From an optimization exercise on the open Yosys and OpenROAD flow, aimed at small area and a short achievable clock period; shortcuts taken in it are not production practice. Only simulation tests tie the RTL to the original design; equivalence was not proved. Power and IR drop assume default switching activity.

**run.sh**
```bash
#!/bin/bash
# synth_recipe.tcl (not shown) runs the flow's synth.tcl, then flattens the netlist and writes it again
# the make line also repeats each setting of config.mk as NAME=value (left out here)
make -C /OpenROAD-flow-scripts/flow DESIGN_CONFIG=/design/flow/config.mk WORK_HOME=/design/flow/orfs CLKGATE_MAP_FILE= SYNTH_SCRIPT=/design/flow/synth_recipe.tcl finish
```
**config.mk**
```make
export PLATFORM = sky130hd
export DESIGN_NAME = datapath_unit
export DESIGN_NICKNAME = datapath_unit
export VERILOG_FILES = /design/flow/design.v
export SDC_FILE = /design/flow/constraint.sdc
export NUM_CORES = 4
export LEC_CHECK = 0
export CAP_MARGIN = 20
export CELL_PAD_IN_SITES_DETAIL_PLACEMENT = 1
export CELL_PAD_IN_SITES_GLOBAL_PLACEMENT = 1
export CORE_MARGIN = 2
export CORE_UTILIZATION = 45
export CTS_CLUSTER_DIAMETER = 90
export CTS_CLUSTER_SIZE = 25
export GPL_TIMING_DRIVEN = 0
export SETUP_SLACK_MARGIN = 3.2
export SLEW_MARGIN = 20
export SYNTH_HIERARCHICAL = 1
export SYNTH_MINIMUM_KEEP_SIZE = 0
export TNS_END_PERCENT = 5
```
**constraint.sdc**
```tcl
create_clock -name core_clock -period 6.5 [get_ports {Clk}]
set_input_delay 1.3000 -clock core_clock [delete_from_list [all_inputs] [get_ports {Clk}]]
set_output_delay 1.3000 -clock core_clock [all_outputs]
set_load 0.01 [all_outputs]
```
**design.v**
```verilog
package datapath_pkg;
  localparam int DATA_W = 16;
  localparam int RF_AW  = 4;
  localparam int RAM_AW = 8;
  localparam logic [2:0] ALU_PASS = 3'd0;
  localparam logic [2:0] ALU_ADD  = 3'd1;
  localparam logic [2:0] ALU_SUB  = 3'd2;
  localparam logic [2:0] ALU_AND  = 3'd3;
  localparam logic [2:0] ALU_OR   = 3'd4;
  localparam logic [2:0] ALU_XOR  = 3'd5;
  localparam logic [2:0] ALU_NOT  = 3'd6;
  localparam logic [2:0] ALU_INC  = 3'd7;
endpackage
module dp_aoi222 (
  input  logic a0, b0, a1, b1, a2, b2,
  output logic y
);
  assign y = ~((a0 & b0) | (a1 & b1) | (a2 & b2));
endmodule
module dp_aoi22 (
  input  logic a0, b0, a1, b1,
  output logic y
);
  assign y = ~((a0 & b0) | (a1 & b1));
endmodule
module dp_ao222 (
  input  logic a0, b0, a1, b1, a2, b2,
  output logic y
);
  assign y = (a0 & b0) | (a1 & b1) | (a2 & b2);
endmodule
module dp_nand1 (
  input  logic a0,
  output logic y
);
  assign y = ~(a0);
endmodule
module dp_nor1 (
  input  logic a0,
  output logic y
);
  assign y = ~(a0);
endmodule
module dp_nand2 (
  input  logic a0, a1,
  output logic y
);
  assign y = ~(a0 & a1);
endmodule
module dp_nor2 (
  input  logic a0, a1,
  output logic y
);
  assign y = ~(a0 | a1);
endmodule
module dp_nand3 (
  input  logic a0, a1, a2,
  output logic y
);
  assign y = ~(a0 & a1 & a2);
endmodule
module dp_nor3 (
  input  logic a0, a1, a2,
  output logic y
);
  assign y = ~(a0 | a1 | a2);
endmodule
module dp_nand4 (
  input  logic a0, a1, a2, a3,
  output logic y
);
  assign y = ~(a0 & a1 & a2 & a3);
endmodule
module dp_nor4 (
  input  logic a0, a1, a2, a3,
  output logic y
);
  assign y = ~(a0 | a1 | a2 | a3);
endmodule
module dp_dec3 (
  input  logic [2:0] s,
  output logic [7:0] y
);
  always_comb begin
    for (int k = 0; k < 8; k++) y[k] = (s == 3'(k));
  end
endmodule
module dp_addsub16 #(
  parameter bit SUB = 1'b0
) (
  input  logic [15:0] a,
  input  logic [15:0] b,
  output logic [15:0] s
);
  logic [15:0]      bb, p0;
  logic [4:0][15:0] g, p;
  assign bb = SUB ? ~b : b;
  assign p0 = a ^ bb;
  assign p[0] = p0;
  assign g[0] = {a[15:1] & bb[15:1], SUB ? (a[0] | bb[0]) : (a[0] & bb[0])};
  for (genvar l = 0; l < 4; l++) begin : g_lvl
    for (genvar i = 0; i < 16; i++) begin : g_bit
      if (i >= (1 << l)) begin : g_op
        assign g[l+1][i] = g[l][i] | (p[l][i] & g[l][i - (1 << l)]);
        assign p[l+1][i] = p[l][i] & p[l][i - (1 << l)];
      end else begin : g_pass
        assign g[l+1][i] = g[l][i];
        assign p[l+1][i] = p[l][i];
      end
    end
  end
  assign s = p0 ^ {g[4][14:0], SUB};
endmodule
module dp_onehot_mux16 (
  input  logic [15:0] sel,
  input  logic [15:0] d,
  output logic y
);
  logic n0;
  dp_aoi222 u_n0 (.a0(sel[0]), .b0(d[0]), .a1(sel[1]), .b1(d[1]), .a2(sel[2]), .b2(d[2]), .y(n0));
  logic n1;
  dp_aoi222 u_n1 (.a0(sel[3]), .b0(d[3]), .a1(sel[4]), .b1(d[4]), .a2(sel[5]), .b2(d[5]), .y(n1));
  logic n2;
  dp_aoi222 u_n2 (.a0(sel[6]), .b0(d[6]), .a1(sel[7]), .b1(d[7]), .a2(sel[8]), .b2(d[8]), .y(n2));
  logic n3;
  dp_aoi222 u_n3 (.a0(sel[9]), .b0(d[9]), .a1(sel[10]), .b1(d[10]), .a2(sel[11]), .b2(d[11]), .y(n3));
  logic n4;
  dp_aoi222 u_n4 (.a0(sel[12]), .b0(d[12]), .a1(sel[13]), .b1(d[13]), .a2(sel[14]), .b2(d[14]), .y(n4));
  logic n5;
  dp_nand2 u_n5 (.a0(sel[15]), .a1(d[15]), .y(n5));
  logic t_l0_0;
  dp_nand3 u_t_l0_0 (.a0(n0), .a1(n1), .a2(n2), .y(t_l0_0));
  logic t_l0_1;
  dp_nand3 u_t_l0_1 (.a0(n3), .a1(n4), .a2(n5), .y(t_l0_1));
  logic t_l1_0;
  dp_nor2 u_t_l1_0 (.a0(t_l0_0), .a1(t_l0_1), .y(t_l1_0));
  assign y = ~t_l1_0;
endmodule
module dp_onehot_mux256 (
  input  logic [255:0] sel,
  input  logic [255:0] d,
  output logic y
);
  logic n0;
  dp_aoi222 u_n0 (.a0(sel[0]), .b0(d[0]), .a1(sel[1]), .b1(d[1]), .a2(sel[2]), .b2(d[2]), .y(n0));
  logic n1;
  dp_aoi222 u_n1 (.a0(sel[3]), .b0(d[3]), .a1(sel[4]), .b1(d[4]), .a2(sel[5]), .b2(d[5]), .y(n1));
  logic n2;
  dp_aoi222 u_n2 (.a0(sel[6]), .b0(d[6]), .a1(sel[7]), .b1(d[7]), .a2(sel[8]), .b2(d[8]), .y(n2));
  logic n3;
  dp_aoi222 u_n3 (.a0(sel[9]), .b0(d[9]), .a1(sel[10]), .b1(d[10]), .a2(sel[11]), .b2(d[11]), .y(n3));
  logic n4;
  dp_aoi222 u_n4 (.a0(sel[12]), .b0(d[12]), .a1(sel[13]), .b1(d[13]), .a2(sel[14]), .b2(d[14]), .y(n4));
  logic n5;
  dp_aoi222 u_n5 (.a0(sel[15]), .b0(d[15]), .a1(sel[16]), .b1(d[16]), .a2(sel[17]), .b2(d[17]), .y(n5));
  logic n6;
  dp_aoi222 u_n6 (.a0(sel[18]), .b0(d[18]), .a1(sel[19]), .b1(d[19]), .a2(sel[20]), .b2(d[20]), .y(n6));
  logic n7;
  dp_aoi222 u_n7 (.a0(sel[21]), .b0(d[21]), .a1(sel[22]), .b1(d[22]), .a2(sel[23]), .b2(d[23]), .y(n7));
  logic n8;
  dp_aoi222 u_n8 (.a0(sel[24]), .b0(d[24]), .a1(sel[25]), .b1(d[25]), .a2(sel[26]), .b2(d[26]), .y(n8));
  logic n9;
  dp_aoi222 u_n9 (.a0(sel[27]), .b0(d[27]), .a1(sel[28]), .b1(d[28]), .a2(sel[29]), .b2(d[29]), .y(n9));
  logic n10;
  dp_aoi222 u_n10 (.a0(sel[30]), .b0(d[30]), .a1(sel[31]), .b1(d[31]), .a2(sel[32]), .b2(d[32]), .y(n10));
  logic n11;
  dp_aoi222 u_n11 (.a0(sel[33]), .b0(d[33]), .a1(sel[34]), .b1(d[34]), .a2(sel[35]), .b2(d[35]), .y(n11));
  logic n12;
  dp_aoi222 u_n12 (.a0(sel[36]), .b0(d[36]), .a1(sel[37]), .b1(d[37]), .a2(sel[38]), .b2(d[38]), .y(n12));
  logic n13;
  dp_aoi222 u_n13 (.a0(sel[39]), .b0(d[39]), .a1(sel[40]), .b1(d[40]), .a2(sel[41]), .b2(d[41]), .y(n13));
  logic n14;
  dp_aoi222 u_n14 (.a0(sel[42]), .b0(d[42]), .a1(sel[43]), .b1(d[43]), .a2(sel[44]), .b2(d[44]), .y(n14));
  logic n15;
  dp_aoi222 u_n15 (.a0(sel[45]), .b0(d[45]), .a1(sel[46]), .b1(d[46]), .a2(sel[47]), .b2(d[47]), .y(n15));
  logic n16;
  dp_aoi222 u_n16 (.a0(sel[48]), .b0(d[48]), .a1(sel[49]), .b1(d[49]), .a2(sel[50]), .b2(d[50]), .y(n16));
  logic n17;
  dp_aoi222 u_n17 (.a0(sel[51]), .b0(d[51]), .a1(sel[52]), .b1(d[52]), .a2(sel[53]), .b2(d[53]), .y(n17));
  logic n18;
  dp_aoi222 u_n18 (.a0(sel[54]), .b0(d[54]), .a1(sel[55]), .b1(d[55]), .a2(sel[56]), .b2(d[56]), .y(n18));
  logic n19;
  dp_aoi222 u_n19 (.a0(sel[57]), .b0(d[57]), .a1(sel[58]), .b1(d[58]), .a2(sel[59]), .b2(d[59]), .y(n19));
  logic n20;
  dp_aoi222 u_n20 (.a0(sel[60]), .b0(d[60]), .a1(sel[61]), .b1(d[61]), .a2(sel[62]), .b2(d[62]), .y(n20));
  logic n21;
  dp_aoi222 u_n21 (.a0(sel[63]), .b0(d[63]), .a1(sel[64]), .b1(d[64]), .a2(sel[65]), .b2(d[65]), .y(n21));
  logic n22;
  dp_aoi222 u_n22 (.a0(sel[66]), .b0(d[66]), .a1(sel[67]), .b1(d[67]), .a2(sel[68]), .b2(d[68]), .y(n22));
  logic n23;
  dp_aoi222 u_n23 (.a0(sel[69]), .b0(d[69]), .a1(sel[70]), .b1(d[70]), .a2(sel[71]), .b2(d[71]), .y(n23));
  logic n24;
  dp_aoi222 u_n24 (.a0(sel[72]), .b0(d[72]), .a1(sel[73]), .b1(d[73]), .a2(sel[74]), .b2(d[74]), .y(n24));
  logic n25;
  dp_aoi222 u_n25 (.a0(sel[75]), .b0(d[75]), .a1(sel[76]), .b1(d[76]), .a2(sel[77]), .b2(d[77]), .y(n25));
  logic n26;
  dp_aoi222 u_n26 (.a0(sel[78]), .b0(d[78]), .a1(sel[79]), .b1(d[79]), .a2(sel[80]), .b2(d[80]), .y(n26));
  logic n27;
  dp_aoi222 u_n27 (.a0(sel[81]), .b0(d[81]), .a1(sel[82]), .b1(d[82]), .a2(sel[83]), .b2(d[83]), .y(n27));
  logic n28;
  dp_aoi222 u_n28 (.a0(sel[84]), .b0(d[84]), .a1(sel[85]), .b1(d[85]), .a2(sel[86]), .b2(d[86]), .y(n28));
  logic n29;
  dp_aoi222 u_n29 (.a0(sel[87]), .b0(d[87]), .a1(sel[88]), .b1(d[88]), .a2(sel[89]), .b2(d[89]), .y(n29));
  logic n30;
  dp_aoi222 u_n30 (.a0(sel[90]), .b0(d[90]), .a1(sel[91]), .b1(d[91]), .a2(sel[92]), .b2(d[92]), .y(n30));
  logic n31;
  dp_aoi222 u_n31 (.a0(sel[93]), .b0(d[93]), .a1(sel[94]), .b1(d[94]), .a2(sel[95]), .b2(d[95]), .y(n31));
  logic n32;
  dp_aoi222 u_n32 (.a0(sel[96]), .b0(d[96]), .a1(sel[97]), .b1(d[97]), .a2(sel[98]), .b2(d[98]), .y(n32));
  logic n33;
  dp_aoi222 u_n33 (.a0(sel[99]), .b0(d[99]), .a1(sel[100]), .b1(d[100]), .a2(sel[101]), .b2(d[101]), .y(n33));
  logic n34;
  dp_aoi222 u_n34 (.a0(sel[102]), .b0(d[102]), .a1(sel[103]), .b1(d[103]), .a2(sel[104]), .b2(d[104]), .y(n34));
  logic n35;
  dp_aoi222 u_n35 (.a0(sel[105]), .b0(d[105]), .a1(sel[106]), .b1(d[106]), .a2(sel[107]), .b2(d[107]), .y(n35));
  logic n36;
  dp_aoi222 u_n36 (.a0(sel[108]), .b0(d[108]), .a1(sel[109]), .b1(d[109]), .a2(sel[110]), .b2(d[110]), .y(n36));
  logic n37;
  dp_aoi222 u_n37 (.a0(sel[111]), .b0(d[111]), .a1(sel[112]), .b1(d[112]), .a2(sel[113]), .b2(d[113]), .y(n37));
  logic n38;
  dp_aoi222 u_n38 (.a0(sel[114]), .b0(d[114]), .a1(sel[115]), .b1(d[115]), .a2(sel[116]), .b2(d[116]), .y(n38));
  logic n39;
  dp_aoi222 u_n39 (.a0(sel[117]), .b0(d[117]), .a1(sel[118]), .b1(d[118]), .a2(sel[119]), .b2(d[119]), .y(n39));
  logic n40;
  dp_aoi222 u_n40 (.a0(sel[120]), .b0(d[120]), .a1(sel[121]), .b1(d[121]), .a2(sel[122]), .b2(d[122]), .y(n40));
  logic n41;
  dp_aoi222 u_n41 (.a0(sel[123]), .b0(d[123]), .a1(sel[124]), .b1(d[124]), .a2(sel[125]), .b2(d[125]), .y(n41));
  logic n42;
  dp_aoi222 u_n42 (.a0(sel[126]), .b0(d[126]), .a1(sel[127]), .b1(d[127]), .a2(sel[128]), .b2(d[128]), .y(n42));
  logic n43;
  dp_aoi222 u_n43 (.a0(sel[129]), .b0(d[129]), .a1(sel[130]), .b1(d[130]), .a2(sel[131]), .b2(d[131]), .y(n43));
  logic n44;
  dp_aoi222 u_n44 (.a0(sel[132]), .b0(d[132]), .a1(sel[133]), .b1(d[133]), .a2(sel[134]), .b2(d[134]), .y(n44));
  logic n45;
  dp_aoi222 u_n45 (.a0(sel[135]), .b0(d[135]), .a1(sel[136]), .b1(d[136]), .a2(sel[137]), .b2(d[137]), .y(n45));
  logic n46;
  dp_aoi222 u_n46 (.a0(sel[138]), .b0(d[138]), .a1(sel[139]), .b1(d[139]), .a2(sel[140]), .b2(d[140]), .y(n46));
  logic n47;
  dp_aoi222 u_n47 (.a0(sel[141]), .b0(d[141]), .a1(sel[142]), .b1(d[142]), .a2(sel[143]), .b2(d[143]), .y(n47));
  logic n48;
  dp_aoi222 u_n48 (.a0(sel[144]), .b0(d[144]), .a1(sel[145]), .b1(d[145]), .a2(sel[146]), .b2(d[146]), .y(n48));
  logic n49;
  dp_aoi222 u_n49 (.a0(sel[147]), .b0(d[147]), .a1(sel[148]), .b1(d[148]), .a2(sel[149]), .b2(d[149]), .y(n49));
  logic n50;
  dp_aoi222 u_n50 (.a0(sel[150]), .b0(d[150]), .a1(sel[151]), .b1(d[151]), .a2(sel[152]), .b2(d[152]), .y(n50));
  logic n51;
  dp_aoi222 u_n51 (.a0(sel[153]), .b0(d[153]), .a1(sel[154]), .b1(d[154]), .a2(sel[155]), .b2(d[155]), .y(n51));
  logic n52;
  dp_aoi222 u_n52 (.a0(sel[156]), .b0(d[156]), .a1(sel[157]), .b1(d[157]), .a2(sel[158]), .b2(d[158]), .y(n52));
  logic n53;
  dp_aoi222 u_n53 (.a0(sel[159]), .b0(d[159]), .a1(sel[160]), .b1(d[160]), .a2(sel[161]), .b2(d[161]), .y(n53));
  logic n54;
  dp_aoi222 u_n54 (.a0(sel[162]), .b0(d[162]), .a1(sel[163]), .b1(d[163]), .a2(sel[164]), .b2(d[164]), .y(n54));
  logic n55;
  dp_aoi222 u_n55 (.a0(sel[165]), .b0(d[165]), .a1(sel[166]), .b1(d[166]), .a2(sel[167]), .b2(d[167]), .y(n55));
  logic n56;
  dp_aoi222 u_n56 (.a0(sel[168]), .b0(d[168]), .a1(sel[169]), .b1(d[169]), .a2(sel[170]), .b2(d[170]), .y(n56));
  logic n57;
  dp_aoi222 u_n57 (.a0(sel[171]), .b0(d[171]), .a1(sel[172]), .b1(d[172]), .a2(sel[173]), .b2(d[173]), .y(n57));
  logic n58;
  dp_aoi222 u_n58 (.a0(sel[174]), .b0(d[174]), .a1(sel[175]), .b1(d[175]), .a2(sel[176]), .b2(d[176]), .y(n58));
  logic n59;
  dp_aoi222 u_n59 (.a0(sel[177]), .b0(d[177]), .a1(sel[178]), .b1(d[178]), .a2(sel[179]), .b2(d[179]), .y(n59));
  logic n60;
  dp_aoi222 u_n60 (.a0(sel[180]), .b0(d[180]), .a1(sel[181]), .b1(d[181]), .a2(sel[182]), .b2(d[182]), .y(n60));
  logic n61;
  dp_aoi222 u_n61 (.a0(sel[183]), .b0(d[183]), .a1(sel[184]), .b1(d[184]), .a2(sel[185]), .b2(d[185]), .y(n61));
  logic n62;
  dp_aoi222 u_n62 (.a0(sel[186]), .b0(d[186]), .a1(sel[187]), .b1(d[187]), .a2(sel[188]), .b2(d[188]), .y(n62));
  logic n63;
  dp_aoi222 u_n63 (.a0(sel[189]), .b0(d[189]), .a1(sel[190]), .b1(d[190]), .a2(sel[191]), .b2(d[191]), .y(n63));
  logic n64;
  dp_aoi222 u_n64 (.a0(sel[192]), .b0(d[192]), .a1(sel[193]), .b1(d[193]), .a2(sel[194]), .b2(d[194]), .y(n64));
  logic n65;
  dp_aoi222 u_n65 (.a0(sel[195]), .b0(d[195]), .a1(sel[196]), .b1(d[196]), .a2(sel[197]), .b2(d[197]), .y(n65));
  logic n66;
  dp_aoi222 u_n66 (.a0(sel[198]), .b0(d[198]), .a1(sel[199]), .b1(d[199]), .a2(sel[200]), .b2(d[200]), .y(n66));
  logic n67;
  dp_aoi222 u_n67 (.a0(sel[201]), .b0(d[201]), .a1(sel[202]), .b1(d[202]), .a2(sel[203]), .b2(d[203]), .y(n67));
  logic n68;
  dp_aoi222 u_n68 (.a0(sel[204]), .b0(d[204]), .a1(sel[205]), .b1(d[205]), .a2(sel[206]), .b2(d[206]), .y(n68));
  logic n69;
  dp_aoi222 u_n69 (.a0(sel[207]), .b0(d[207]), .a1(sel[208]), .b1(d[208]), .a2(sel[209]), .b2(d[209]), .y(n69));
  logic n70;
  dp_aoi222 u_n70 (.a0(sel[210]), .b0(d[210]), .a1(sel[211]), .b1(d[211]), .a2(sel[212]), .b2(d[212]), .y(n70));
  logic n71;
  dp_aoi222 u_n71 (.a0(sel[213]), .b0(d[213]), .a1(sel[214]), .b1(d[214]), .a2(sel[215]), .b2(d[215]), .y(n71));
  logic n72;
  dp_aoi222 u_n72 (.a0(sel[216]), .b0(d[216]), .a1(sel[217]), .b1(d[217]), .a2(sel[218]), .b2(d[218]), .y(n72));
  logic n73;
  dp_aoi222 u_n73 (.a0(sel[219]), .b0(d[219]), .a1(sel[220]), .b1(d[220]), .a2(sel[221]), .b2(d[221]), .y(n73));
  logic n74;
  dp_aoi222 u_n74 (.a0(sel[222]), .b0(d[222]), .a1(sel[223]), .b1(d[223]), .a2(sel[224]), .b2(d[224]), .y(n74));
  logic n75;
  dp_aoi222 u_n75 (.a0(sel[225]), .b0(d[225]), .a1(sel[226]), .b1(d[226]), .a2(sel[227]), .b2(d[227]), .y(n75));
  logic n76;
  dp_aoi222 u_n76 (.a0(sel[228]), .b0(d[228]), .a1(sel[229]), .b1(d[229]), .a2(sel[230]), .b2(d[230]), .y(n76));
  logic n77;
  dp_aoi222 u_n77 (.a0(sel[231]), .b0(d[231]), .a1(sel[232]), .b1(d[232]), .a2(sel[233]), .b2(d[233]), .y(n77));
  logic n78;
  dp_aoi222 u_n78 (.a0(sel[234]), .b0(d[234]), .a1(sel[235]), .b1(d[235]), .a2(sel[236]), .b2(d[236]), .y(n78));
  logic n79;
  dp_aoi222 u_n79 (.a0(sel[237]), .b0(d[237]), .a1(sel[238]), .b1(d[238]), .a2(sel[239]), .b2(d[239]), .y(n79));
  logic n80;
  dp_aoi222 u_n80 (.a0(sel[240]), .b0(d[240]), .a1(sel[241]), .b1(d[241]), .a2(sel[242]), .b2(d[242]), .y(n80));
  logic n81;
  dp_aoi222 u_n81 (.a0(sel[243]), .b0(d[243]), .a1(sel[244]), .b1(d[244]), .a2(sel[245]), .b2(d[245]), .y(n81));
  logic n82;
  dp_aoi222 u_n82 (.a0(sel[246]), .b0(d[246]), .a1(sel[247]), .b1(d[247]), .a2(sel[248]), .b2(d[248]), .y(n82));
  logic n83;
  dp_aoi222 u_n83 (.a0(sel[249]), .b0(d[249]), .a1(sel[250]), .b1(d[250]), .a2(sel[251]), .b2(d[251]), .y(n83));
  logic n84;
  dp_aoi222 u_n84 (.a0(sel[252]), .b0(d[252]), .a1(sel[253]), .b1(d[253]), .a2(sel[254]), .b2(d[254]), .y(n84));
  logic n85;
  dp_nand2 u_n85 (.a0(sel[255]), .a1(d[255]), .y(n85));
  logic t_l0_0;
  dp_nand3 u_t_l0_0 (.a0(n0), .a1(n1), .a2(n2), .y(t_l0_0));
  logic t_l0_1;
  dp_nand3 u_t_l0_1 (.a0(n3), .a1(n4), .a2(n5), .y(t_l0_1));
  logic t_l0_2;
  dp_nand3 u_t_l0_2 (.a0(n6), .a1(n7), .a2(n8), .y(t_l0_2));
  logic t_l0_3;
  dp_nand3 u_t_l0_3 (.a0(n9), .a1(n10), .a2(n11), .y(t_l0_3));
  logic t_l0_4;
  dp_nand3 u_t_l0_4 (.a0(n12), .a1(n13), .a2(n14), .y(t_l0_4));
  logic t_l0_5;
  dp_nand3 u_t_l0_5 (.a0(n15), .a1(n16), .a2(n17), .y(t_l0_5));
  logic t_l0_6;
  dp_nand3 u_t_l0_6 (.a0(n18), .a1(n19), .a2(n20), .y(t_l0_6));
  logic t_l0_7;
  dp_nand3 u_t_l0_7 (.a0(n21), .a1(n22), .a2(n23), .y(t_l0_7));
  logic t_l0_8;
  dp_nand3 u_t_l0_8 (.a0(n24), .a1(n25), .a2(n26), .y(t_l0_8));
  logic t_l0_9;
  dp_nand3 u_t_l0_9 (.a0(n27), .a1(n28), .a2(n29), .y(t_l0_9));
  logic t_l0_10;
  dp_nand3 u_t_l0_10 (.a0(n30), .a1(n31), .a2(n32), .y(t_l0_10));
  logic t_l0_11;
  dp_nand3 u_t_l0_11 (.a0(n33), .a1(n34), .a2(n35), .y(t_l0_11));
  logic t_l0_12;
  dp_nand3 u_t_l0_12 (.a0(n36), .a1(n37), .a2(n38), .y(t_l0_12));
  logic t_l0_13;
  dp_nand3 u_t_l0_13 (.a0(n39), .a1(n40), .a2(n41), .y(t_l0_13));
  logic t_l0_14;
  dp_nand3 u_t_l0_14 (.a0(n42), .a1(n43), .a2(n44), .y(t_l0_14));
  logic t_l0_15;
  dp_nand3 u_t_l0_15 (.a0(n45), .a1(n46), .a2(n47), .y(t_l0_15));
  logic t_l0_16;
  dp_nand3 u_t_l0_16 (.a0(n48), .a1(n49), .a2(n50), .y(t_l0_16));
  logic t_l0_17;
  dp_nand3 u_t_l0_17 (.a0(n51), .a1(n52), .a2(n53), .y(t_l0_17));
  logic t_l0_18;
  dp_nand3 u_t_l0_18 (.a0(n54), .a1(n55), .a2(n56), .y(t_l0_18));
  logic t_l0_19;
  dp_nand3 u_t_l0_19 (.a0(n57), .a1(n58), .a2(n59), .y(t_l0_19));
  logic t_l0_20;
  dp_nand3 u_t_l0_20 (.a0(n60), .a1(n61), .a2(n62), .y(t_l0_20));
  logic t_l0_21;
  dp_nand3 u_t_l0_21 (.a0(n63), .a1(n64), .a2(n65), .y(t_l0_21));
  logic t_l0_22;
  dp_nand3 u_t_l0_22 (.a0(n66), .a1(n67), .a2(n68), .y(t_l0_22));
  logic t_l0_23;
  dp_nand3 u_t_l0_23 (.a0(n69), .a1(n70), .a2(n71), .y(t_l0_23));
  logic t_l0_24;
  dp_nand3 u_t_l0_24 (.a0(n72), .a1(n73), .a2(n74), .y(t_l0_24));
  logic t_l0_25;
  dp_nand3 u_t_l0_25 (.a0(n75), .a1(n76), .a2(n77), .y(t_l0_25));
  logic t_l0_26;
  dp_nand3 u_t_l0_26 (.a0(n78), .a1(n79), .a2(n80), .y(t_l0_26));
  logic t_l0_27;
  dp_nand3 u_t_l0_27 (.a0(n81), .a1(n82), .a2(n83), .y(t_l0_27));
  logic t_l0_28;
  dp_nand2 u_t_l0_28 (.a0(n84), .a1(n85), .y(t_l0_28));
  logic t_l1_0;
  dp_nor2 u_t_l1_0 (.a0(t_l0_0), .a1(t_l0_1), .y(t_l1_0));
  logic t_l1_1;
  dp_nor2 u_t_l1_1 (.a0(t_l0_2), .a1(t_l0_3), .y(t_l1_1));
  logic t_l1_2;
  dp_nor2 u_t_l1_2 (.a0(t_l0_4), .a1(t_l0_5), .y(t_l1_2));
  logic t_l1_3;
  dp_nor2 u_t_l1_3 (.a0(t_l0_6), .a1(t_l0_7), .y(t_l1_3));
  logic t_l1_4;
  dp_nor2 u_t_l1_4 (.a0(t_l0_8), .a1(t_l0_9), .y(t_l1_4));
  logic t_l1_5;
  dp_nor2 u_t_l1_5 (.a0(t_l0_10), .a1(t_l0_11), .y(t_l1_5));
  logic t_l1_6;
  dp_nor2 u_t_l1_6 (.a0(t_l0_12), .a1(t_l0_13), .y(t_l1_6));
  logic t_l1_7;
  dp_nor2 u_t_l1_7 (.a0(t_l0_14), .a1(t_l0_15), .y(t_l1_7));
  logic t_l1_8;
  dp_nor2 u_t_l1_8 (.a0(t_l0_16), .a1(t_l0_17), .y(t_l1_8));
  logic t_l1_9;
  dp_nor2 u_t_l1_9 (.a0(t_l0_18), .a1(t_l0_19), .y(t_l1_9));
  logic t_l1_10;
  dp_nor2 u_t_l1_10 (.a0(t_l0_20), .a1(t_l0_21), .y(t_l1_10));
  logic t_l1_11;
  dp_nor2 u_t_l1_11 (.a0(t_l0_22), .a1(t_l0_23), .y(t_l1_11));
  logic t_l1_12;
  dp_nor2 u_t_l1_12 (.a0(t_l0_24), .a1(t_l0_25), .y(t_l1_12));
  logic t_l1_13;
  dp_nor2 u_t_l1_13 (.a0(t_l0_26), .a1(t_l0_27), .y(t_l1_13));
  logic t_l1_14;
  dp_nor1 u_t_l1_14 (.a0(t_l0_28), .y(t_l1_14));
  logic t_l2_0;
  dp_nand3 u_t_l2_0 (.a0(t_l1_0), .a1(t_l1_1), .a2(t_l1_2), .y(t_l2_0));
  logic t_l2_1;
  dp_nand3 u_t_l2_1 (.a0(t_l1_3), .a1(t_l1_4), .a2(t_l1_5), .y(t_l2_1));
  logic t_l2_2;
  dp_nand3 u_t_l2_2 (.a0(t_l1_6), .a1(t_l1_7), .a2(t_l1_8), .y(t_l2_2));
  logic t_l2_3;
  dp_nand3 u_t_l2_3 (.a0(t_l1_9), .a1(t_l1_10), .a2(t_l1_11), .y(t_l2_3));
  logic t_l2_4;
  dp_nand3 u_t_l2_4 (.a0(t_l1_12), .a1(t_l1_13), .a2(t_l1_14), .y(t_l2_4));
  logic t_l3_0;
  dp_nor2 u_t_l3_0 (.a0(t_l2_0), .a1(t_l2_1), .y(t_l3_0));
  logic t_l3_1;
  dp_nor2 u_t_l3_1 (.a0(t_l2_2), .a1(t_l2_3), .y(t_l3_1));
  logic t_l3_2;
  dp_nor1 u_t_l3_2 (.a0(t_l2_4), .y(t_l3_2));
  logic t_l4_0;
  dp_nand3 u_t_l4_0 (.a0(t_l3_0), .a1(t_l3_1), .a2(t_l3_2), .y(t_l4_0));
  assign y = t_l4_0;
endmodule
module datapath_unit #(
  parameter int DATA_W    = datapath_pkg::DATA_W,
  parameter int RF_DEPTH  = 1 << datapath_pkg::RF_AW,
  parameter int RAM_DEPTH = 1 << datapath_pkg::RAM_AW
) (
  input  logic                         Clk,
  input  logic                         Reset,
  input  logic [2:0]                   ALU_s,
  input  logic [$clog2(RAM_DEPTH)-1:0] D_addr,
  input  logic                         D_wr,
  input  logic [$clog2(RF_DEPTH)-1:0]  RF_Ra_addr,
  input  logic [$clog2(RF_DEPTH)-1:0]  RF_Rb_addr,
  input  logic                         RF_WenA,
  input  logic                         RF_WenB,
  output logic [DATA_W-1:0]            Ra_data,
  output logic [DATA_W-1:0]            Rb_data,
  output logic [DATA_W-1:0]            ALU_Out,
  output logic                         ALU_Z,
  output logic [DATA_W-1:0]            D_rdata
);
  localparam int RAM_AW = $clog2(RAM_DEPTH);
  localparam int RF_AW  = $clog2(RF_DEPTH);
  logic [RF_DEPTH-1:0][DATA_W-1:0] rf_q;
  logic [RF_DEPTH-1:0]             rf_valid;
  logic [RF_DEPTH-1:0]             rf_rd_a, rf_rd_b;
  logic [DATA_W-1:0]               ra_q, rb_q;
  logic [RF_DEPTH-1:0]             rf_sel_a, rf_sel_b;
  logic [DATA_W-1:0]               ra_next, rb_next;
  logic [DATA_W-1:0]               alu_out;
  logic [DATA_W-1:0]               d_rdata_q;
  always_comb begin
    for (int i = 0; i < RF_DEPTH; i++) begin
      rf_sel_a[i] = (RF_Ra_addr == RF_AW'(i));
      rf_sel_b[i] = (RF_Rb_addr == RF_AW'(i));
      rf_rd_a[i]  = rf_sel_a[i] && rf_valid[i];
      rf_rd_b[i]  = rf_sel_b[i] && rf_valid[i];
    end
  end
  for (genvar b = 0; b < DATA_W; b++) begin : g_rf_rd
    logic [RF_DEPTH-1:0] col;
    for (genvar i = 0; i < RF_DEPTH; i++) begin : g_col
      assign col[i] = rf_q[i][b];
    end
    dp_onehot_mux16 u_mux_a (.sel(rf_rd_a), .d(col), .y(ra_next[b]));
    dp_onehot_mux16 u_mux_b (.sel(rf_rd_b), .d(col), .y(rb_next[b]));
  end
  logic [RF_DEPTH-1:0]             rf_we_a, rf_we_b, rf_hold;
  logic [RF_DEPTH-1:0][DATA_W-1:0] rf_d;
  always_comb begin
    for (int i = 0; i < RF_DEPTH; i++) begin
      rf_we_a[i] = RF_WenA && rf_sel_a[i];
      rf_we_b[i] = RF_WenB && rf_sel_b[i] && !rf_we_a[i];
      rf_hold[i] = !(rf_we_a[i] || rf_we_b[i]);
    end
  end
  for (genvar i = 0; i < RF_DEPTH; i++) begin : g_rf_wr
    for (genvar b = 0; b < DATA_W; b++) begin : g_bit
      dp_ao222 u_wr (
        .a0 (rf_we_a[i]), .b0 (d_rdata_q[b]),
        .a1 (rf_we_b[i]), .b1 (alu_out[b]),
        .a2 (rf_hold[i]), .b2 (rf_q[i][b]),
        .y  (rf_d[i][b])
      );
    end
  end
  always_ff @(posedge Clk) begin
    rf_q <= rf_d;
  end
  always_ff @(posedge Clk or posedge Reset) begin
    if (Reset) begin
      rf_valid <= '0;
      ra_q     <= '0;
      rb_q     <= '0;
    end else begin
      rf_valid <= rf_valid | ~rf_hold;
      ra_q     <= ra_next;
      rb_q     <= rb_next;
    end
  end
  assign Ra_data = ra_q;
  assign Rb_data = rb_q;
  logic [DATA_W-1:0] sum_d, diff_d, inc_d;
  logic              z_pass_d, z_add_d, z_eq_d, z_and_d, z_or_d, z_ones_d;
  dp_addsub16 #(.SUB(1'b0)) u_add (.a(ra_next), .b(rb_next), .s(sum_d));
  dp_addsub16 #(.SUB(1'b1)) u_sub (.a(ra_next), .b(rb_next), .s(diff_d));
  assign inc_d    = ra_next + 1'b1;
  assign z_pass_d = ~|ra_next;
  assign z_add_d  = &((ra_next ^ rb_next) ~^ {ra_next[DATA_W-2:0] | rb_next[DATA_W-2:0], 1'b0});
  assign z_eq_d   = (ra_next == rb_next);
  assign z_and_d  = ~|(ra_next & rb_next);
  assign z_or_d   = ~|(ra_next | rb_next);
  assign z_ones_d = &ra_next;
  logic [DATA_W-1:0] sum_q, diff_q, inc_q, ram_wdn_q;
  logic              z_pass_q, z_add_q, z_eq_q, z_and_q, z_or_q, z_ones_q;
  always_ff @(posedge Clk or posedge Reset) begin
    if (Reset) begin
      sum_q    <= '0;
      diff_q   <= '0;
      inc_q    <= DATA_W'(1);
      ram_wdn_q <= '1;
      z_pass_q <= 1'b1;
      z_add_q  <= 1'b1;
      z_eq_q   <= 1'b1;
      z_and_q  <= 1'b1;
      z_or_q   <= 1'b1;
      z_ones_q <= 1'b0;
    end else begin
      sum_q    <= sum_d;
      diff_q   <= diff_d;
      inc_q    <= inc_d;
      ram_wdn_q <= ~ra_next;
      z_pass_q <= z_pass_d;
      z_add_q  <= z_add_d;
      z_eq_q   <= z_eq_d;
      z_and_q  <= z_and_d;
      z_or_q   <= z_or_d;
      z_ones_q <= z_ones_d;
    end
  end
  logic [3:0][7:0] op_q4;
  logic [7:0]      op_rf;
  for (genvar g = 0; g < 4; g++) begin : g_dec
    dp_dec3 u_dec (.s(ALU_s), .y(op_q4[g]));
  end
  dp_dec3 u_dec_rf (.s(ALU_s), .y(op_rf));
  logic [DATA_W-1:0] and_w, or_w, xor_w;
  assign and_w = ra_q & rb_q;
  assign or_w  = ra_q | rb_q;
  assign xor_w = ra_q ^ rb_q;
  logic [DATA_W-1:0] alu_port;
  for (genvar b = 0; b < DATA_W; b++) begin : g_alu
    logic [7:0] op;
    logic       p0, p1, p2, p3, n0, n1, n2;
    assign op = op_q4[b / 4];
    dp_aoi22 u_p0 (
      .a0 (op[datapath_pkg::ALU_PASS]), .b0 (ra_q[b]),
      .a1 (op[datapath_pkg::ALU_ADD]),  .b1 (sum_q[b]),
      .y  (p0)
    );
    dp_aoi22 u_p1 (
      .a0 (op[datapath_pkg::ALU_SUB]),  .b0 (diff_q[b]),
      .a1 (op[datapath_pkg::ALU_AND]),  .b1 (and_w[b]),
      .y  (p1)
    );
    dp_aoi22 u_p2 (
      .a0 (op[datapath_pkg::ALU_OR]),   .b0 (or_w[b]),
      .a1 (op[datapath_pkg::ALU_XOR]),  .b1 (xor_w[b]),
      .y  (p2)
    );
    dp_aoi22 u_p3 (
      .a0 (op[datapath_pkg::ALU_NOT]),  .b0 (~ra_q[b]),
      .a1 (op[datapath_pkg::ALU_INC]),  .b1 (inc_q[b]),
      .y  (p3)
    );
    assign alu_port[b] = ~(p0 & p1 & p2 & p3);
    dp_aoi222 u_m0 (
      .a0 (op_rf[datapath_pkg::ALU_PASS]), .b0 (ra_q[b]),
      .a1 (op_rf[datapath_pkg::ALU_ADD]),  .b1 (sum_q[b]),
      .a2 (op_rf[datapath_pkg::ALU_SUB]),  .b2 (diff_q[b]),
      .y  (n0)
    );
    dp_aoi222 u_m1 (
      .a0 (op_rf[datapath_pkg::ALU_AND]),  .b0 (and_w[b]),
      .a1 (op_rf[datapath_pkg::ALU_OR]),   .b1 (or_w[b]),
      .a2 (op_rf[datapath_pkg::ALU_XOR]),  .b2 (xor_w[b]),
      .y  (n1)
    );
    dp_aoi22 u_m2 (
      .a0 (op_rf[datapath_pkg::ALU_NOT]),  .b0 (~ra_q[b]),
      .a1 (op_rf[datapath_pkg::ALU_INC]),  .b1 (inc_q[b]),
      .y  (n2)
    );
    assign alu_out[b] = ~(n0 & n1 & n2);
  end
  logic zn0, zn1, zn2, zn3;
  dp_aoi22 u_z0 (
    .a0 (op_q4[0][datapath_pkg::ALU_PASS]), .b0 (z_pass_q),
    .a1 (op_q4[0][datapath_pkg::ALU_ADD]),  .b1 (z_add_q),
    .y  (zn0)
  );
  dp_aoi22 u_z1 (
    .a0 (op_q4[0][datapath_pkg::ALU_SUB]),  .b0 (z_eq_q),
    .a1 (op_q4[0][datapath_pkg::ALU_AND]),  .b1 (z_and_q),
    .y  (zn1)
  );
  dp_aoi22 u_z2 (
    .a0 (op_q4[0][datapath_pkg::ALU_OR]),   .b0 (z_or_q),
    .a1 (op_q4[0][datapath_pkg::ALU_XOR]),  .b1 (z_eq_q),
    .y  (zn2)
  );
  dp_aoi22 u_z3 (
    .a0 (op_q4[0][datapath_pkg::ALU_NOT]),  .b0 (z_ones_q),
    .a1 (op_q4[0][datapath_pkg::ALU_INC]),  .b1 (z_ones_q),
    .y  (zn3)
  );
  assign ALU_Z   = ~(zn0 & zn1 & zn2 & zn3);
  assign ALU_Out = alu_port;
  logic [RAM_DEPTH-1:0][DATA_W-1:0] ram_q;
  logic [RAM_DEPTH-1:0]             ram_sel;
  logic [DATA_W-1:0]                rd;
  always_comb begin
    for (int w = 0; w < RAM_DEPTH; w++) ram_sel[w] = (D_addr == RAM_AW'(w));
  end
  always_ff @(posedge Clk) begin
    for (int w = 0; w < RAM_DEPTH; w++)
      if (D_wr && !Reset && ram_sel[w]) ram_q[w] <= ~ram_wdn_q;
  end
  for (genvar b = 0; b < DATA_W; b++) begin : g_ram_rd
    logic [RAM_DEPTH-1:0] col;
    for (genvar w = 0; w < RAM_DEPTH; w++) begin : g_col
      assign col[w] = ram_q[w][b];
    end
    dp_onehot_mux256 u_mux (.sel(ram_sel), .d(col), .y(rd[b]));
  end
  always_ff @(posedge Clk or posedge Reset) begin
    if (Reset) d_rdata_q <= '0;
    else       d_rdata_q <= rd;
  end
  assign D_rdata = d_rdata_q;
endmodule
```
==> impl_metrics.ini, run 1 <==
[status]
outcome = finished clean

[clock_network]
worst_skew_pair.late_latency_ns = 1.01
tritoncts = yes
cts.sink_count = 4485
cts-root-to-sink-buffers = 4
h-tree-depth = 4
cts.root.buffer_cell = sky130_fd_sc_hd__clkbuf_16
worst_setup_hold_path_clk_slew_ns = 0.10
cts_buffers = 209

[die]
chipHeight_um = 607
design.die.area_sq_um = 369000
rows = 221
io_pins = 89
die_w_um = 607
design.core.area_sq_um = 362000
initial_utilization_pct = 45.2

[worst_setup_path]
timing.critical_path.to_type = flop
timing.critical_path.arrival_ns = 4.59
critical_path_max_stage_delay_ns = 0.44
worstSetupStartpointType = input port
worst-endpoint-required_ns = 7.41
reg2reg_to = diff_q[12]$_DFF_PP0_
regToRegStartpoint = rf_valid[6]$_DFF_PP0_
register_to_register_setup_slack_ns = 2.89
highest_net_fanout_along_the_worst_path = 11
path_delay_family = simple AND/OR/NAND/NOR gates
setup.worst_path.start = RF_Rb_addr[0]
critical_path.cell_chain = buf_4 -> and2_4 -> and3_4 -> a222oi_1 -> nand3_1 -> nor2_2 -> inv_2 -> ha_4 -> fa_2 -> nor2b_4 -> o2111ai_4 -> buf_6 -> a21oi_4 -> o41ai_2 -> xnor2_1
wp_buf_inv = 3
crit_slowest_cell = sky130_fd_sc_hd__a222oi_1
reg2reg_depth = 13
timing_worst_setup_path_type = in2reg

[layout]
multiInputGateArea_sq_um = 35800
post_route_cells_drive_above_1_share_pct = 23.4
filler_cell_count = 32447
finalNetCount = 10059
syn_to_final_growth_pct = 17.0
leading_cell_type_in_the_layout_fill_and_taps_excluded = sky130_fd_sc_hd__edfxtp_1
finish.utilization_pct = 52.9
sequential_cell_area_sq_um = 132000
final_cell_mix = 4096 x sky130_fd_sc_hd__edfxtp_1, 1808 x sky130_fd_sc_hd__a222oi_1, 536 x sky130_fd_sc_hd__nand3_1

[timing]
worst_slew_pin_slew_ns = 1.14
unrepaired_setup_endpoints_after_global_routing = yes
final.setup.tns_ns = 0
report.final.hold_viol_count = 0
finClkSkew_ns = 0.0522
post-route-min-period_ns = 3.67
max-slew-margin-rel_pct = 23.9
timing.final.crit_share_pct = 56.5
setup_viol_count_final = 0
final_max_slew_viol_count = 0
timing.fmax_mhz = 272

[synth]
yosysWarningCount = 8
ys_ff_latch = 4485
synth_cells = 8983
syn_area_sq_um = 164000
yosys.area.top_type = sky130_fd_sc_hd__edfxtp_1
yosysUniqueCellTypes = 73
ys_top_cells_by_area = sky130_fd_sc_hd__edfxtp_1 75%, sky130_fd_sc_hd__a222oi_1 11%, sky130_fd_sc_hd__dfxtp_1 3.1%
async_reset_ff_share_pct = 2.97
syn-num-nets = 9105
synthesis.area_per_instance_sq_um = 18.2
netlist.area_leader.share_pct = 75.1
ys_dominant_reg_cell = sky130_fd_sc_hd__edfxtp_1
synth-edff-count = 4096
part_of_the_yosys_area_used_for_sequential_elements_pct = 80.3

[route]
met2RoutedLength_um = 262000
drtAntennaViolNets = 0
detailroute.via_count = 100773
post_detailed_route_drc_marker_count = 0
firstDrtPassIters = 13
highest_metal_layer_with_signal_wires = met5
routed_wirelength_um = 548000
routed_wire_length_per_instance_um = 37.0
routed_length_on_met3_um = 47600
wl_met1_um = 215000
dr.first_iter.drc_count = 19957
viasPerCell = 6.81

[global_route]
grt_max_degree = 119
number_of_antenna_violations_at_the_first_check_in_global_routing = 21
via_count_of_the_first_global_routing_pass = 99738
grt_usage_pct = 28.8
grt_remaining_overflow = 0
grt_pass1_wl_um = 764000

[placed_design]
place.port_buffers = 84
detailedPlacementHpwl_um = 348000
final_wtd_congestion = 0.910

[pwr]
design_power_total_mw = 60.5
switching_share_pct = 27.6
netSwitchingPower_mw = 16.7
cell_internal_pwr_mw = 43.8
leakage_nw = 62.8
pwr_dens_nw_per_um2 = 316
seqPwrFrac_pct = 58.8
vdd_ir_drop_max_mv = 0.283
pwr-share-clk_pct = 25.0
combPwrFrac_pct = 16.3

[hold_path]
hold_start = rf_valid[15]$_DFF_PP0_
hold_path_depth = 1
timing.hold.worst_endpoint = rf_valid[15]$_DFF_PP0_
hold_class = reg2reg

[run]
max_cap_violations = 0
## worst max path at each step
stage,end,slack [ns],depth (start not counted)
after floorplan,ram_q[1000]$_DFFE_PP_,2.66,1
after global placement,ram_q[3038]$_DFFE_PP_,-2.60,1
after detailed placement,d_rdata_q[10]$_DFF_PP0_,0.02,11
after CTS,ALU_Out[9],2.89,7
after global routing,sum_q[10]$_DFF_PP0_,2.81,16
final,diff_q[12]$_DFF_PP0_,2.83,15
## repair_timing
item	CTS	global route
pin swaps	415	100
gates resized for setup	1094	124
setup endpoints to repair	3780	2542
hold buffers	0	0
buffers inserted	237	63
gates cloned	19	3
## synth_stat cells (31+ instances only)
library cell               number
sky130_fd_sc_hd__edfxtp_1    4096
sky130_fd_sc_hd__a222oi_1    1808
sky130_fd_sc_hd__nor2_1       853
sky130_fd_sc_hd__nand3_1      643
sky130_fd_sc_hd__inv_1        442
sky130_fd_sc_hd__dfxtp_1      256
sky130_fd_sc_hd__dfrtp_1      112
sky130_fd_sc_hd__nand2_1      104
sky130_fd_sc_hd__ha_1          96
sky130_fd_sc_hd__a22oi_2       84
sky130_fd_sc_hd__clkbuf_1      55
sky130_fd_sc_hd__and3_1        34
sky130_fd_sc_hd__xnor2_1       33
sky130_fd_sc_hd__nor3_1        31
## stage by stage
| step | hold WS (ns) | cell area (sq um) | setup slack [ns] | std cells |
|---|---|---|---|---|
| 2_1_floorplan | 0.444 | 164000 | 2.66 | 8983 |
| 6_report | 0.514 | 192000 | 2.83 | 14799 |
| 5_1_grt | 0.521 | 192000 | 2.81 | 14795 |
| 3_5_place_dp | 0.489 | 178000 | 0.0203 | 14197 |
| 4_1_cts | 0.514 | 190000 | 2.89 | 14726 |
| 3_3_place_gp | 0.480 | 171000 | -2.60 | 13861 |
## modules after synthesis (local to each module, per instance), excerpt
| module | cells | copies in the design |
|---|---|---|
| datapath_unit | 5570 | 1 |
| dp_ao222 | 2 | 256 |
| dp_aoi22 | 1 | 84 |
| dp_aoi222 | 1 | 1552 |
| dp_dec3 | 8 | 5 |
| dp_nand2 | 1 | 64 |
| dp_nand3 | 1 | 608 |
| dp_nor1 | 1 | 32 |
| dp_nor2 | 1 | 288 |
| dp_onehot_mux16 | 1 | 32 |
## registers in the layout, summed over array words and instances, names as in the netlist, 15 cells and up
register / cells
ram_q: 4096
rf_q: 256
d_rdata_q: 16
diff_q: 16
ra_q: 16
ram_wdn_q: 16
rb_q: 16
rf_valid: 16
sum_q: 16
inc_q: 15
## power groups by stage
stage	logic (mW)	clock network [mW]	registers, mW
2_1_floorplan	4.11	0	36.5
3_3_place_gp	7.51	0	37.8
3_5_place_dp	8.54	0	36.2
4_1_cts	9.63	15.4	35.5
5_1_grt	10.3	16.2	35.7
6_report	9.85	15.1	35.6
## final cells by class
class,count,area share (%)
diodes,6,0.00784
plain buffers,98,0.680
clock buffers,242,2.84
clock inverters,31,0.195
inverters,442,0.959
multi-input cells,3965,18.7
flip-flops and latches,4485,68.6
well taps,4794,3.13
repair buffers,736,4.86
## kinds of logic after synthesis
logic type / after synthesis / synth area share (%)
flops: 4485 / 80.3
compound gates: 1957 / 12.0
simple gates: 1844 / 5.32
buf+inv: 540 / 1.33
fa+ha+maj: 98 / 0.758
xor+xnor: 56 / 0.299
mux: 3 / 0.0183
## layer usage
layer / vias to the layer above / track usage, %
met2: 5234 / 46.5
met1: 53496 / 39.8
li1: 41260 / -
met4: 8 / 10.9
met3: 775 / 3.95
met5: - / 0
==> inputs of run 2 (changes only) <==
--- a/config.mk
+++ b/config.mk
@@ -14,3 +14,3 @@
 export CTS_CLUSTER_SIZE = 25
-export GPL_TIMING_DRIVEN = 0
+export PLACE_DENSITY = 0.68
 export SETUP_SLACK_MARGIN = 3.2
==> impl_metrics.ini, run 2 <==
[synth]
ys_ff_latch = 4485
yosysUniqueCellTypes = 73
ys_top_cells_by_area = sky130_fd_sc_hd__edfxtp_1 75%, sky130_fd_sc_hd__a222oi_1 11%, sky130_fd_sc_hd__dfxtp_1 3.1%
synth.most_common_cell = sky130_fd_sc_hd__edfxtp_1
yosysWarningCount = 8
async_reset_ff_share_pct = 2.97
synth_commonest_cells = 4096 x sky130_fd_sc_hd__edfxtp_1, 1808 x sky130_fd_sc_hd__a222oi_1, 853 x sky130_fd_sc_hd__nor2_1
syn-num-nets = 9105
netlist.area_leader.share_pct = 75.1
syn_area_sq_um = 164000
ys_dominant_reg_cell = sky130_fd_sc_hd__edfxtp_1
synthesis.area_per_instance_sq_um = 18.2
yosys.area.top_type = sky130_fd_sc_hd__edfxtp_1
synth-edff-count = 4096
part_of_the_yosys_area_used_for_sequential_elements_pct = 80.3
synth_cells = 8983

[route]
firstDrtPassIters = 13
viasPerCell = 6.92
drtAntennaViolNets = 0
routed_wirelength_um = 540000
post_detailed_route_drc_marker_count = 0
detailroute.via_count = 103469
dr.first_iter.drc_count = 22550
routed_wire_length_per_instance_um = 36.1

[placed_design]
final_wtd_congestion = 0.892
numPlacedInstances = 14394
place.port_buffers = 88
detailedPlacementHpwl_um = 328000
dpl_cell_area_sq_um = 176000

[layout]
leading_cell_type_in_the_layout_fill_and_taps_excluded = sky130_fd_sc_hd__edfxtp_1
number_of_flip_flops_under_the_largest_register_name = 4096
instances_no_fill = 14942
final_design_area_no_fill_sq_um = 186000
post_route_cells_drive_above_1_share_pct = 17.8
finalNetCount = 10170
syn_to_final_growth_pct = 13.8
top_registers = ram_q: 4096 flops, rf_q: 256 flops
regMostFlops = ram_q
final_cell_mix = 4096 x sky130_fd_sc_hd__edfxtp_1, 1808 x sky130_fd_sc_hd__a222oi_1, 751 x sky130_fd_sc_hd__buf_4

[timing]
worst_slew_pin_slew_ns = 1.35
report.final.hold_viol_count = 0
setup_viol_count_final = 0
timing.final.crit_share_pct = 58.7
unrepaired_setup_endpoints_after_global_routing = yes
finClkSkew_ns = 0.0759
fin_worst_hold_slack_ns = 0.520
max-slew-margin-rel_pct = 10.3
final.setup.tns_ns = 0
timing.fmax_mhz = 262
final_max_slew_viol_count = 0
post-route-min-period_ns = 3.82

[die]
io_pins = 89
die_w_um = 607
design.die.area_sq_um = 369000
rows = 221
chipHeight_um = 607
initial_utilization_pct = 45.2
design.core.area_sq_um = 362000

[pwr]
design_power_total_mw = 59.8
vdd_ir_drop_max_mv = 0.295
pwr_dens_nw_per_um2 = 321
leakage_nw = 62.0

[worst_setup_path]
worst-endpoint-required_ns = 5.20
reg2reg_depth = 12
timing_worst_setup_path_type = in2out
path_delay_family = simple AND/OR/NAND/NOR gates
reg2reg_to = sum_q[15]$_DFF_PP0_
crit_slowest_cell = sky130_fd_sc_hd__and3b_2
worstSetupStartpointType = input port
timing.critical_path.to_type = output pin
wp_buf_inv = 3
critical_path.cell_chain = buf_16 -> buf_12 -> and3b_2 -> a22oi_2 -> nand4_1 -> buf_2
critical_path_max_stage_delay_ns = 0.29
regToRegStartpoint = rf_valid[12]$_DFF_PP0_
highest_net_fanout_along_the_worst_path = 8
timing.critical_path.arrival_ns = 2.52
register_to_register_setup_slack_ns = 2.98

[clock_network]
worst_setup_hold_path_clk_slew_ns = 0.09
tritoncts = yes
total_of_hold_buffers_inserted_after_clock_tree_synthesis = 0
cts.sink_count = 4485
h-tree-depth = 4
worst_skew_pair.late_latency_ns = 0.97
cts.root.buffer_cell = sky130_fd_sc_hd__clkbuf_16
cts-root-to-sink-buffers = 4
cts_buffers = 207

[hold_path]
hold_start = rf_valid[15]$_DFF_PP0_
hold_class = reg2reg
timing.hold.worst_endpoint = rf_valid[15]$_DFF_PP0_
hold_path_depth = 1

[global_route]
via_count_of_the_first_global_routing_pass = 102556
grt_remaining_overflow = 0
grt_max_degree = 190
grt_usage_pct = 28.3
grt_pass1_wl_um = 762000
number_of_antenna_violations_at_the_first_check_in_global_routing = 20

[run]
max_cap_violations = 0

[status]
outcome = finished clean
run 2: Yosys stat by module (local to each module, per instance), a selection:
module           flip-flops and latches  cells inside
datapath_unit                      4485          5570
dp_ao222                              0             2
dp_aoi22                              0             1
dp_aoi222                             0             1
dp_dec3                               0             8
dp_nand2                              0             1
dp_nand3                              0             1
dp_nor1                               0             1
dp_nor2                               0             1
dp_onehot_mux16                       0             1
run 2: power breakdown:
group          leakage, nW  internal [mW]  switching, mW
clock network         2.83           6.05           8.88
logic                 18.0           2.40           6.78
registers             41.2           34.8          0.892
total                 62.0           43.2           16.6
run 2: stage by stage:
| step | setup WS, ns | utilization [%] |
|---|---|---|
| floorplan | 2.66 | - |
| global placement | 0.317 | 48.6 |
| detailed placement | 0.280 | 48.6 |
| CTS | 2.70 | 51.4 |
| global route | 2.69 | 51.5 |
| finish | 2.68 | 51.5 |
run 2: layer usage:
layer	vias to the layer above	wire length [um]	track usage (%)
met5	-	100	0
met4	16	26100	11.3
li1	41453	-	-
met2	6856	252000	45.0
met1	54148	204000	39.3
met3	996	57800	4.40
run 2: timing repair:
action,CTS,global route
gates resized for setup,774,34
endpoints found under the setup margin,2625,434
setup buffers,199,13
pin swaps,268,20
cloned,21,3
run 2: worst max path at each step:
stage                     slack, ns                endpoint  depth (start not counted)                    from
after floorplan                2.66   ram_q[1000]$_DFFE_PP_                          1  ram_wdn_q[8]$_DFF_PP1_
after global placement         0.32  d_rdata_q[6]$_DFF_PP0_                         11               D_addr[7]
after detailed placement       0.28  d_rdata_q[2]$_DFF_PP0_                         12               D_addr[0]
after CTS                      2.70              ALU_Out[0]                          5       rb_q[0]$_DFF_PP0_
after global routing           2.69              ALU_Out[0]                          7                ALU_s[2]
final                          2.68              ALU_Out[0]                          6                ALU_s[1]
run 2: layout make-up:
type | instances | area (sq um)
multi-input combinational | 3970 | 32700
clock buffer | 275 | 5510
antenna | 9 | 22.5
fill | 33234 | 176000
clock inverter | 25 | 332
timing repair buffer | 942 | 8450
inverter | 442 | 1870
tap | 4794 | 6000
sequential | 4485 | 132000
run 2: worst register-to-register path: stages (launching register included):
cell and delay [ns]:
sky130_fd_sc_hd__dfrtp_1 0.51, sky130_fd_sc_hd__and3_4 0.29, sky130_fd_sc_hd__a222oi_1 0.49, sky130_fd_sc_hd__nand3_1 0.31, sky130_fd_sc_hd__nor2_4 0.26, sky130_fd_sc_hd__clkinvlp_4 0.13, sky130_fd_sc_hd__buf_8 0.16, sky130_fd_sc_hd__ha_4 0.24
sky130_fd_sc_hd__a211oi_4 0.28, sky130_fd_sc_hd__o211ai_1 0.16, sky130_fd_sc_hd__a221o_1 0.35, sky130_fd_sc_hd__a21oi_2 0.14, sky130_fd_sc_hd__xnor2_1 0.13
run 2: cell families (layout without fill, tap and decap cells):
family / count (synthesis) / after routing / synth area share, %
flip-flops: 4485 / 4485 / 80.3
XOR/XNOR: 56 / 56 / 0.299
AND/OR/NAND/NOR: 1844 / 1856 / 5.32
buffers and inverters: 540 / 1684 / 1.33
AO/OA/AOI/OAI: 1957 / 1957 / 12.0
other: 0 / 9 / 0
adder cells (fa/ha/maj): 98 / 98 / 0.758
multiplexers: 3 / 3 / 0.0183
==> inputs of run 3 (changes only) <==
--- a/design.v
+++ b/design.v
@@ -87,10 +87,12 @@
 endmodule
-module dp_addsub16 #(
+module dp_addsub16n #(
   parameter bit SUB = 1'b0
 ) (
-  input  logic [15:0] a,
-  input  logic [15:0] b,
+  input  logic [15:0] an,
+  input  logic [15:0] bn,
   output logic [15:0] s
 );
-  logic [15:0]      bb, p0;
+  logic [15:0]      a, b, bb, p0;
+  assign a = ~an;
+  assign b = ~bn;
   logic [4:0][15:0] g, p;
@@ -113,3 +115,3 @@
 endmodule
-module dp_onehot_mux16 (
+module dp_onehot_mux16n (
   input  logic [15:0] sel,
@@ -136,3 +138,3 @@
   dp_nor2 u_t_l1_0 (.a0(t_l0_0), .a1(t_l0_1), .y(t_l1_0));
-  assign y = ~t_l1_0;
+  assign y = t_l1_0;
 endmodule
@@ -450,3 +452,3 @@
   logic [RF_DEPTH-1:0]             rf_sel_a, rf_sel_b;
-  logic [DATA_W-1:0]               ra_next, rb_next;
+  logic [DATA_W-1:0]               ra_next, rb_next, ra_n, rb_n;
   logic [DATA_W-1:0]               alu_out;
@@ -466,5 +468,7 @@
     end
-    dp_onehot_mux16 u_mux_a (.sel(rf_rd_a), .d(col), .y(ra_next[b]));
-    dp_onehot_mux16 u_mux_b (.sel(rf_rd_b), .d(col), .y(rb_next[b]));
+    dp_onehot_mux16n u_mux_a (.sel(rf_rd_a), .d(col), .y(ra_n[b]));
+    dp_onehot_mux16n u_mux_b (.sel(rf_rd_b), .d(col), .y(rb_n[b]));
   end
+  assign ra_next = ~ra_n;
+  assign rb_next = ~rb_n;
   logic [RF_DEPTH-1:0]             rf_we_a, rf_we_b, rf_hold;
@@ -506,4 +510,4 @@
   logic              z_pass_d, z_add_d, z_eq_d, z_and_d, z_or_d, z_ones_d;
-  dp_addsub16 #(.SUB(1'b0)) u_add (.a(ra_next), .b(rb_next), .s(sum_d));
-  dp_addsub16 #(.SUB(1'b1)) u_sub (.a(ra_next), .b(rb_next), .s(diff_d));
+  dp_addsub16n #(.SUB(1'b0)) u_add (.an(ra_n), .bn(rb_n), .s(sum_d));
+  dp_addsub16n #(.SUB(1'b1)) u_sub (.an(ra_n), .bn(rb_n), .s(diff_d));
   assign inc_d    = ra_next + 1'b1;
@@ -533,3 +537,3 @@
       inc_q    <= inc_d;
-      ram_wdn_q <= ~ra_next;
+      ram_wdn_q <= ra_n;
       z_pass_q <= z_pass_d;
--- a/config.mk
+++ b/config.mk
@@ -14,3 +14,2 @@
 export CTS_CLUSTER_SIZE = 25
-export PLACE_DENSITY = 0.68
 export SETUP_SLACK_MARGIN = 3.2
==> impl_metrics.ini, run 3 <==
[placed_design]
numPlacedInstances = 14423
dpl_cell_area_sq_um = 176000
detailedPlacementHpwl_um = 329000
final_wtd_congestion = 0.891
place.port_buffers = 88

[clock_network]
cts_buffers = 208
cts-root-to-sink-buffers = 4
cts.sink_count = 4485
worst_setup_hold_path_clk_slew_ns = 0.09
tritoncts = yes
cts.root.buffer_cell = sky130_fd_sc_hd__clkbuf_16
worst_skew_pair.late_latency_ns = 1.00
h-tree-depth = 4

[die]
io_pins = 89
design.die.area_sq_um = 369000
design.core.area_sq_um = 362000
chipHeight_um = 607
rows = 221
die_w_um = 607
initial_utilization_pct = 45.2

[timing]
finClkSkew_ns = 0.0614
timing.fmax_mhz = 266
report.final.hold_viol_count = 0
unrepaired_setup_endpoints_after_global_routing = yes
max-slew-margin-rel_pct = 17.2
setup_viol_count_final = 0
worst_slew_pin_slew_ns = 1.24
fin_worst_hold_slack_ns = 0.522
timing.final.crit_share_pct = 57.9
final_max_slew_viol_count = 0
final.setup.tns_ns = 0
post-route-min-period_ns = 3.76

[worst_setup_path]
timing.critical_path.to_type = flop
timing_worst_setup_path_type = in2reg
worst-endpoint-required_ns = 7.39
path_delay_family = compound AO/OA/AOI/OAI gates
crit_slowest_cell = sky130_fd_sc_hd__a222oi_1
worstSetupStartpointType = input port
critical_path_max_stage_delay_ns = 0.65
critical_path.cell_chain = buf_12 -> buf_4 -> nor2b_4 -> and3_4 -> a222oi_1 -> nand3_2 -> nor2_4 -> inv_2 -> ha_4 -> fa_2 -> a21oi_4 -> o221ai_2 -> a32o_2 -> a221oi_2 -> xnor2_1
highest_net_fanout_along_the_worst_path = 5
timing.critical_path.arrival_ns = 4.65
wp_buf_inv = 3

[synth]
netlist.area_leader.share_pct = 75.2
yosys.area.top_type = sky130_fd_sc_hd__edfxtp_1
fraction_of_the_mapped_netlist_area_in_compound_gates_pct = 12.0
yosysUniqueCellTypes = 71
ys_dominant_reg_cell = sky130_fd_sc_hd__edfxtp_1
post_synth_xor_area_fraction_pct = 0.257
syn-num-nets = 9133
synth.most_common_cell = sky130_fd_sc_hd__edfxtp_1
synth_commonest_cells = 4096 x sky130_fd_sc_hd__edfxtp_1, 1808 x sky130_fd_sc_hd__a222oi_1, 856 x sky130_fd_sc_hd__nor2_1
synthesis.area_per_instance_sq_um = 18.2
combinational_family_with_the_most_area_after_synthesis = compound AO/OA/AOI/OAI gates
ys_ff_latch = 4485
post_synth_fa_ha_maj_area_fraction_pct = 0.758
simple_gate_area_share_of_the_yosys_netlist_pct = 5.25
syn_area_sq_um = 164000
async_reset_ff_share_pct = 2.97
part_of_the_yosys_area_used_for_sequential_elements_pct = 80.3
yosysWarningCount = 8
synth-edff-count = 4096
synth_cells = 9011
ys_top_cells_by_area = sky130_fd_sc_hd__edfxtp_1 75%, sky130_fd_sc_hd__a222oi_1 11%, sky130_fd_sc_hd__dfxtp_1 3.1%
synthMuxAreaShare_pct = 0.0183

[layout]
instances_no_fill = 15007
regMostFlops = ram_q
final_cell_mix = 4096 x sky130_fd_sc_hd__edfxtp_1, 1808 x sky130_fd_sc_hd__a222oi_1, 805 x sky130_fd_sc_hd__buf_4
finalNetCount = 10241
filler_cell_count = 33028
syn_to_final_growth_pct = 14.4
number_of_flip_flops_under_the_largest_register_name = 4096
leading_cell_type_in_the_layout_fill_and_taps_excluded = sky130_fd_sc_hd__edfxtp_1
top_registers = ram_q: 4096 flops, rf_q: 256 flops
final_design_area_no_fill_sq_um = 187000
post_route_cells_drive_above_1_share_pct = 18.4

[global_route]
grt_remaining_overflow = 0
number_of_antenna_violations_at_the_first_check_in_global_routing = 8
via_count_of_the_first_global_routing_pass = 100678
grt_usage_pct = 28.6
grt_pass1_wl_um = 760000
grt_max_degree = 175

[pwr]
vdd_ir_drop_max_mv = 0.336
leakage_nw = 62.7
pwr_dens_nw_per_um2 = 320
design_power_total_mw = 59.9

[route]
routed_wirelength_um = 538000
firstDrtPassIters = 12
post_detailed_route_drc_marker_count = 0
dr.first_iter.drc_count = 19542
detailroute.via_count = 101315
drtAntennaViolNets = 0
viasPerCell = 6.75
routed_wire_length_per_instance_um = 35.8

[hold_path]
hold_class = reg2reg

[run]
max_cap_violations = 0

[status]
outcome = finished clean
==> run 3: cell types whose count changed in the layout (fill, tap and decap cells not counted), sizes merged, moves of 7 or more <==
cell | before | now
nand2b | 6 | 20
clkinvlp | 15 | 3
inv | 444 | 452
and3 | 48 | 41
buf | 892 | 963
nand3 | 656 | 645
nand2 | 114 | 92
clkdlybuf4s50 | 37 | 47
==> run 3: cells by family (layout without fill, tap and decap cells) <==
family | Yosys count | in the layout
other | 0 | 7
multiplexers | 3 | 3
AO/OA/AOI/OAI | 1963 | 1963
flip-flops | 4485 | 4485
XOR/XNOR | 48 | 48
AND/OR/NAND/NOR | 1852 | 1855
buffers and inverters | 562 | 1754
adder cells (fa/ha/maj) | 98 | 98
==> run 3: layer usage <==
layer,share of wire (%),vias to the layer above,GRT usage [%]
met1,41,53756,41.1
met5,0.0024,-,0
li1,-,41640,-
met4,3.1,2,7.85
met2,47,5287,46.1
met3,8.8,630,3.72
==> run 3: power breakdown <==
part	internal [mW]	switching, mW	leakage (nW)
combinational	2.55	6.65	18.6
clock	6.14	9.00	2.87
sequential	34.7	0.843	41.2
==> run 3: final cells by class <==
cell class | instances | area [sq um] | area share (%)
Antenna cell | 7 | 17.5 | 0.00936
Clock buffer | 271 | 5550 | 2.97
Clock inverter | 26 | 360 | 0.193
Inverter | 441 | 1790 | 0.956
Multi-Input combinational cell | 3967 | 32900 | 17.6
Sequential cell | 4485 | 132000 | 70.3
Tap cell | 4794 | 6000 | 3.21
Timing Repair Buffer | 1016 | 9050 | 4.83
==> run 3: worst paths after layout <==
| check | from | end | slack, ns | cells past startpoint |
|---|---|---|---|---|
| max | RF_Ra_addr[1] | sum_q[14]$_DFF_PP0_ | 2.74 | 15 |
| min | rf_valid[15]$_DFF_PP0_ | rf_valid[15]$_DFF_PP0_ | 0.52 | 1 |
| max reg2reg | rf_valid[0]$_DFF_PP0_ | sum_q[14]$_DFF_PP0_ | 2.77 | 12 |
| min reg2reg | rf_valid[15]$_DFF_PP0_ | rf_valid[15]$_DFF_PP0_ | 0.52 | 1 |
| max in group asynchronous | Reset | ra_q[1]$_DFF_PP0_ | 4.32 | 3 |
| min in group asynchronous | Reset | d_rdata_q[4]$_DFF_PP0_ | 0.87 | 2 |
==> run 3: modules after synthesis, one instance, submodules excluded, excerpt <==
| module | area (sq um) | copies in the design |
|---|---|---|
| dp_aoi22 | 12.5 | 84 |
| dp_nor2 | 3.75 | 288 |
| dp_dec3 | 65.1 | 5 |
| dp_nand3 | 5.00 | 608 |
| dp_aoi222 | 10.0 | 1552 |
| dp_nor1 | 3.75 | 32 |
| datapath_unit | 137000 | 1 |
| dp_nand2 | 3.75 | 64 |
| dp_ao222 | 13.8 | 256 |
==> run 3: repair_timing <==
| item | CTS | global route |
|---|---|---|
| hold buffers | 0 | 0 |
| gates cloned | 11 | 0 |
| pin swaps | 260 | 21 |
| resized for setup | 732 | 15 |
| endpoints found under the setup margin | 4082 | 209 |
| endpoints found under the hold margin | 0 | 0 |
| setup buffers | 251 | 15 |
==> run 3: per-stage QoR <==
stage	util [%]	setup slack, ns
final	51.7	2.74
after detailed placement	48.7	0.240
after floorplan	-	2.43
after global placement	48.6	0.270
after CTS	51.6	2.76
after global routing	51.7	2.72

[re-timing with driven ports]
No port has a modelled driver above. Below, the same layouts with a new extraction and two added sets of constraints. Step 1: set_driving_cell puts a clkbuf_16 on Clk and a buf_2 on each other input, an assumption about the parent block. Step 2 adds t to the input delays and takes it off the output delays; t is the mean of the earliest and latest rising clock arrival at the registers after step 1. Input paths then give back, and output paths get back, about the clock's delay inside the block. a / b / c = ideal ports / drivers / drivers and shift; a / b = the first two.
run	t (ns)	slack for setup (ns)	clock arrival spread, ns
run 1	1.070	2.826 / 2.491 / 1.814	0.054 / 0.055
run 2	1.038	2.683 / 2.524 / 1.873	0.086 / 0.087
run 3	1.073	2.738 / 2.550 / 1.701	0.065 / 0.065
After both steps setup and hold are still met in every run listed. For run 3, which loses most, drivers alone change the setup slack by -0.188 ns; drivers and shift together by -1.037 ns.
